From an optimization exercise on the open Yosys and OpenROAD flow, aimed at small area; shortcuts taken in it are not production practice.
In this exercise RTL edits were held to simulation tests only and were not proved equivalent to the original.
Power and IR drop assume default switching activity.

`flow/config.mk`:
```
export PLATFORM = sky130hd
export DESIGN_NAME = vliwTop
export DESIGN_NICKNAME = vliwTop
export VERILOG_FILES = /design/flow/design.v
export SDC_FILE = /design/flow/constraint.sdc
export NUM_CORES = 4
export LEC_CHECK = 0
export ABC_AREA = 1
export CAP_MARGIN = 20
export CORE_MARGIN = 2
export CORE_UTILIZATION = 70
export PLACE_DENSITY = 0.75
export SLEW_MARGIN = 20
```
`flow/constraint.sdc`:
```
create_clock -name core_clock -period 5.0 [get_ports {clock_i}]
set_input_delay 1.0000 -clock core_clock [delete_from_list [all_inputs] [get_ports {clock_i}]]
set_output_delay 1.0000 -clock core_clock [all_outputs]
set_load 0.01 [all_outputs]
```
`flow/design.v`:
```
module vliwTop
(
	input  logic        clock_i,
	input  logic        reset_i,
	input  logic        awvalid_i,
	input  logic [7:0]  awaddr_i,
	input  logic        wvalid_i,
	input  logic [31:0] wdata_i,
	input  logic [3:0]  wstrb_i,
	input  logic        bready_i,
	output logic        awready_o,
	output logic        wready_o,
	output logic        bvalid_o,
	output logic [1:0]  bresp_o,
	output logic        wbAValid_o,
	output logic [4:0]  wbADest_o,
	output logic [15:0] wbAData_o,
	output logic        wbBValid_o,
	output logic [4:0]  wbBDest_o,
	output logic [15:0] wbBData_o
);
	localparam logic [2:0] IDLE = 3'd0;
	localparam logic [2:0] SCAP = 3'd2;
	localparam logic [2:0] DOP = 3'd3;
	localparam logic [2:0] SHIFT = 3'd4;
	localparam logic [2:0] MOVE = 3'd5;
	localparam logic [2:0] WRA = 3'd6;
	localparam logic [2:0] WRB = 3'd7;
	logic [31:17] slotA;
	logic [31:17] slotB;
	logic [15:0] immA;
	logic [15:0] immB;
	logic [63:0] loops [8];
	logic [15:0] ta;
	logic [15:0] tb;
	logic [5:0]  t;
	logic [2:0]  st;
	logic        laneB;
	logic        clr;
	logic        armed;
	logic        bValid;
	logic        bErr;
	logic [3:0]  sh;
	logic        cy;
	logic        x2;
	logic [3:0]  b;
	logic        idle;
	logic        pending;
	logic        fire;
	logic        isA;
	logic        isB;
	logic        last;
	logic        wbitD;
	logic        wstrbD;
	logic [31:17] slotL;
	logic [3:0]  opL;
	logic        shiftOp;
	logic [4:0]  addr;
	logic        needR;
	logic        act;
	logic        passEnd;
	logic        rd;
	logic        s;
	logic        ci;
	logic        sb;
	logic        taIn;
	logic        we;
	logic        wbit;
	logic        step2;
	logic [3:0]  shNext;
	logic [2:0]  after;
	function automatic logic [31:17] merge(input logic [31:17] o, input logic [31:0] n,
		input logic [3:0] m);
		logic [31:17] r;
		r = o;
		for (int i = 17; i < 32; i++)
			if (m[i / 8])
				r[i] = n[i];
		merge = r;
	endfunction
	assign b = t[3:0];
	assign last = (b == 4'd15);
	assign idle = (st == IDLE) && !clr && !bValid;
	assign pending = awvalid_i && wvalid_i && idle;
	assign fire = pending && armed && last;
	assign isA = (awaddr_i == 8'h00);
	assign isB = (awaddr_i == 8'h04);
	assign wbitD = wdata_i[b + 1];
	assign wstrbD = (b == 4'd15) ? wstrb_i[2] : (b >= 4'd7) ? wstrb_i[1] : wstrb_i[0];
	assign awready_o = fire;
	assign wready_o = fire;
	assign bvalid_o = bValid;
	assign bresp_o = {bErr, 1'b0};
	assign slotL = (laneB && st != WRA) ? slotB : slotA;
	assign opL = slotL[30:27];
	assign shiftOp = (opL == 4'd5) || (opL == 4'd6);
	assign addr = (st == SCAP) ? slotL[21:17] : slotL[26:22];
	assign needR = (st == SCAP) ? !slotL[31] : (st == DOP || st == WRA || st == WRB);
	assign act = !needR || (t[5:4] == addr[1:0]);
	assign passEnd = last && act;
	assign rd = loops[addr[4:2]][0];
	assign s = ta[0];
	assign ci = (b == 4'd0) ? (opL == 4'd1) : cy;
	assign sb = s ^ (opL == 4'd1);
	assign step2 = (sh[3:1] != 3'd0);
	always_comb
	begin
		taIn = ta[0];
		if (act)
			case (st)
				SCAP: taIn = slotL[31] ? (laneB ? immB[0] : immA[0]) : rd;
				DOP:
					case (opL[2:0])
						3'd0, 3'd1: taIn = rd ^ sb ^ ci;
						3'd2: taIn = rd & s;
						3'd3: taIn = rd | s;
						3'd4: taIn = rd ^ s;
						3'd7: taIn = s;
						default: taIn = rd;
					endcase
				SHIFT:
					if (opL[0])
						taIn = step2 ? ((b < 4'd2) ? 1'b0 : x2) : ((b == 4'd0) ? 1'b0 : cy);
					else
						taIn = step2 ? ((b >= 4'd14) ? 1'b0 : ta[2]) : (last ? 1'b0 : ta[1]);
				default: taIn = ta[0];
			endcase
	end
	assign we = act && ((st == WRA && !slotA[30]) || (st == WRB && !slotB[30]));
	assign wbit = clr ? 1'b0 : (st == WRA) ? tb[0] : ta[0];
	always_ff @(posedge clock_i)
	begin
		for (int j = 0; j < 8; j++)
			loops[j] <= {(clr || (we && addr[4:2] == 3'(j))) ? wbit : loops[j][0], loops[j][63:1]};
		ta <= {taIn, ta[15:1]};
		tb <= {(st == MOVE) ? ta[0] : tb[0], tb[15:1]};
		immA <= {clr ? 1'b0 : (pending && isA && wstrbD) ? wbitD : immA[0], immA[15:1]};
		immB <= {clr ? 1'b0 : (pending && isB && wstrbD) ? wbitD : immB[0], immB[15:1]};
		if (act)
		begin
			cy <= (st == SHIFT) ? ta[0] : ((rd & sb) | (rd & ci) | (sb & ci));
			x2 <= cy;
		end
		if (st == DOP && act && b == 4'd0)
			sh <= ta[3:0];
		if (st == SHIFT && last)
			sh <= shNext;
	end
	assign shNext = sh - (step2 ? 4'd2 : 4'd1);
	assign after = laneB ? WRA : MOVE;
	always_ff @(posedge clock_i)
	begin
		if (reset_i)
		begin
			t <= '0;
			st <= IDLE;
			laneB <= 1'b0;
			clr <= 1'b1;
			armed <= 1'b0;
			bValid <= 1'b0;
			slotA <= '0;
			slotB <= '0;
		end
		else
		begin
			t <= t + 6'd1;
			if (t == 6'd63)
				clr <= 1'b0;
			if (!pending)
				armed <= 1'b0;
			else if (last)
				armed <= !armed;
			if (fire)
			begin
				bValid <= 1'b1;
				bErr <= !(isA || isB);
				if (isA)
					slotA <= merge(slotA, wdata_i, wstrb_i);
				if (isB)
				begin
					slotB <= merge(slotB, wdata_i, wstrb_i);
					st <= SCAP;
					laneB <= 1'b0;
				end
			end
			else
			begin
				if (bValid && bready_i)
					bValid <= 1'b0;
				if (passEnd)
					case (st)
						SCAP: st <= DOP;
						DOP: st <= (shiftOp && sh != 4'd0) ? SHIFT : after;
						SHIFT: st <= (shNext != 4'd0) ? SHIFT : after;
						MOVE:
						begin
							st <= SCAP;
							laneB <= 1'b1;
						end
						WRA: st <= WRB;
						WRB: st <= IDLE;
						default: ;
					endcase
			end
		end
	end
	assign wbAValid_o = (st == WRA) && act && (b == 4'd0) && !slotA[30];
	assign wbBValid_o = (st == WRA) && act && (b == 4'd0) && !slotB[30];
	assign wbADest_o = slotA[26:22];
	assign wbBDest_o = slotB[26:22];
	assign wbAData_o = tb;
	assign wbBData_o = ta;
endmodule
```
`flow/flow/run.sh`:
```
#!/bin/bash
# The standard layout (standard.sh, unchanged synthesis), with two settings
# passed to the ORFS scripts through the environment:
#  - every port still gets a buffer, but the smallest one (buf_1);
#  - the clock tree uses clkbuf_8 leaf clusters of up to 20 sinks within
#    50 um and no dummy loads.
export BUFFER_PORTS_ARGS="-buffer_cell sky130_fd_sc_hd__buf_1"
export CTS_ARGS="-sink_clustering_enable -repair_clock_nets -dont_use_dummy_load -buf_list sky130_fd_sc_hd__clkbuf_8 -sink_clustering_size 20 -sink_clustering_max_diameter 50"
bash standard.sh > standard.log 2>&1
```
`flow/standard.sh`:
```
#!/bin/bash
# synth_recipe.tcl (not shown) runs the flow's synth.tcl, then flattens the netlist and writes it again
# the make line also repeats each setting of config.mk as NAME=value (left out here)
make -C /OpenROAD-flow-scripts/flow DESIGN_CONFIG=/design/flow/config.mk WORK_HOME=/design/flow/orfs CLKGATE_MAP_FILE= SYNTH_SCRIPT=/design/flow/synth_recipe.tcl "${@:-finish}"
```
==> metrics.yaml <==
cts_buffers: 39
totalNegativeSetupSlack_ps: 0
period_share: 0.810
setup-violations-final: 0
cts_setup_buffers: 0
ys_warn_count: 2
p_leak_nw: 6.37
overflow: 0
synth_top_area_share: 0.824
synth_seq_area_share: 0.838
peakVddDrop_mv: 0.340
drive_gt1_frac: 0.0754
core_area_um2: 21100
ys_ff_latch: 626
place_congestion: 0.836
grt_max_degree: 25
postCtsHoldBufs: 0
cts_resized: 0
boundaryPins: 98
area_growth_syn_to_layout_pct: 6.93
htree_num_levels: 2
yosys-top-cells-count: "619 x dfxtp_1, 76 x nand2_1, 61 x inv_1"
yosys-top-cells-area: "dfxtp_1 82%, nand2_1 1.9%, inv_1 1.5%, nand3_1 1.5%, edfxtp_1 1.4%"
die_y_um: 151
portBuffers: 95
design_area_um2: 16100
ant_nets: 0
status: "no timing/DRC/antenna violations"
cts_sinks: 626
dpl.hpwl_um: 12600
path_max_fanout: 16
viasPerCell: 4.86
hp-class: "flop to flop"
clk_latency_ps: 550
finalNetCount: 1251
routed_wl_um: 20200
async_flop_share: 0
synth.largest_area_cell: "dfxtp_1"
drt_iter0_drc: 308
synth_edf_count: 7
ys.flop_type: "dfxtp_1"
grt_pass1_vias: 7082
grt_first_pass_wirelength_um: 33500
root_buffer: "clkbuf_8"
clock_skew_ps: 53.8
drt_pre_antenna_iters: 5
row_count: 53
track_usage: 0.185
netlist_area_um2: 15000
synthCells: 1088
drc: 0
die_w_um: 151
vias: 7144
endpoint_kind: "primary output"
detail_route.wl_per_cell_um: 13.7
rsz0062_at_grt: "false"
clock_path_buffers: 3
diodes: 0
hold_viol: 0
arrival_ps: 3050
dieArea_um2: 22700
start_util: 0.713
cts_tree: "yes"
slew_headroom: 0.376
ys_types: 43
antenna_found_initial: 0
place_area_um2: 15500
hold_ws_ps: 290
cp.required_ps: 4000
avgSynthCellArea_um2: 13.8
fmax_mhz: 247
startpoint_type: "flop"
power_density_nw_per_um2: 441
crit_type: "flop to primary output"
path_clk_slew_ps: 110
cap_violations: 0
post-synth-top-count-cell: "dfxtp_1"
synth_fp_nets: 1143
period_minus_slack_ps: 4050
worstMarginPinSlew_ps: 931
finalMaxSlewViolations: 0
## logic make-up after synthesis
group,count (synthesis),share of synthesized area
flip-flops,626,0.838
XOR/XNOR,4,0.00233
buffers and inverters,101,0.0319
AO/OA/AOI/OAI,115,0.0437
AND/OR/NAND/NOR,234,0.0779
other,1,0.000249
multiplexers,1,0.000749
adder cells (fa/ha/maj),6,0.00549
## final cells by class
class	count	area, µm²
clock buffer	39	537
fill	1326	5000
inverter	71	269
multi-input combinational	361	1960
sequential	626	12600
tap	275	344
timing repair buffer	97	372
## flip-flops by register name, summed over array words and instances, names as in the netlist, 3 cells and up
register  count
loops       512
immB         16
sh            4
slotA        15
st            3
t             6
immA         16
tb           16
slotB        15
ta           16
## layer usage
metal  global-route usage  vias to the layer above  wire length, µm  part of all wire
met5                    0                        -                0                 0
met4               0.0626                        0              342             0.017
met3               0.0342                       28              857             0.042
met2                0.279                      151             8600              0.43
met1                0.273                     3312            10400              0.51
li1                     -                     3653                -                 -
## cell usage in the layout (no fill, tap or decap), drive strengths merged, types with 2 or more instances in the layout
cell type  netlist  final
o21ai           52     52
a211oi          18     18
nand3b           3      3
nand3           49     49
a21oi           32     32
o22ai            8      8
dfxtp          619    619
nor3            12     12
buf             25     97
clkbuf           5     39
nor2            64     64
nor4             4      4
a31oi            2      2
xor2             4      4
inv             70     70
ha               5      5
nand2           91     91
edfxtp           7      7
nand4            9      9
## final timing paths
kind	from	endpoint	slack [ps]	cells after the start
setup reg to reg	st[2]	ta[15]	1900	20
setup / recovery	st[2]	wbAValid_o	950	10
hold reg to reg	loops[0][53]	loops[0][52]	290	0
hold / removal	loops[0][53]	loops[0][52]	290	0
## worst max-delay path, stage by stage (launching register included)
cell	delay (ps)
dfxtp_1	640
nand3_4	280
nand2_4	260
inv_2	80
o21ai_0	160
o22ai_1	110
xor2_1	170
o21ai_4	270
nand4_1	160
nor3_1	210
buf_1	170
## report_power, final
part	total, mW	internal, mW	leakage, nW	switching (mW)
clock network	2.02	0.708	0.280	1.31
registers	5.01	5.00	5.06	0.00856
logic	0.0737	0.0268	1.03	0.0470
## metrics by stage
| step | worst slack, ps | power, mW | util | instances |
|---|---|---|---|---|
| final | 951 | 7.10 | 0.763 | 1469 |
| after global routing | 664 | 7.34 | 0.763 | 1469 |
| after CTS | 923 | 7.16 | 0.763 | 1469 |
| after global placement | 1570 | 5.19 | 0.737 | 1430 |
| after detailed placement | 1510 | 5.19 | 0.737 | 1430 |
| after floorplan | 2270 | 5.16 | - | 1088 |

afterwards: timing with drivers on the ports:
In the flow no input, the clock included, has a driving cell. The finished layout below was timed again as built, in two steps.
Step 1, drivers: a clkbuf_16 drives clock_i and a buf_2 each remaining input, both assumed.
Step 2 also shifts input and output timing later by t, the mid clock arrival at the registers, as if the neighbouring blocks saw the same clock.
Three values: no drivers, after step 1, after step 2; two values: the first two.
t (ns): 0.568
slack for setup (ns): 0.951 / 0.907 / 1.475
worst setup path after step 2: register to output
clock arrival spread, ns: 0.055 / 0.054
pins driven straight from the clock port: 1
After both steps this run still meets setup and hold. For this run, drivers alone change the setup slack by -0.044 ns; drivers and shift together by +0.524 ns.
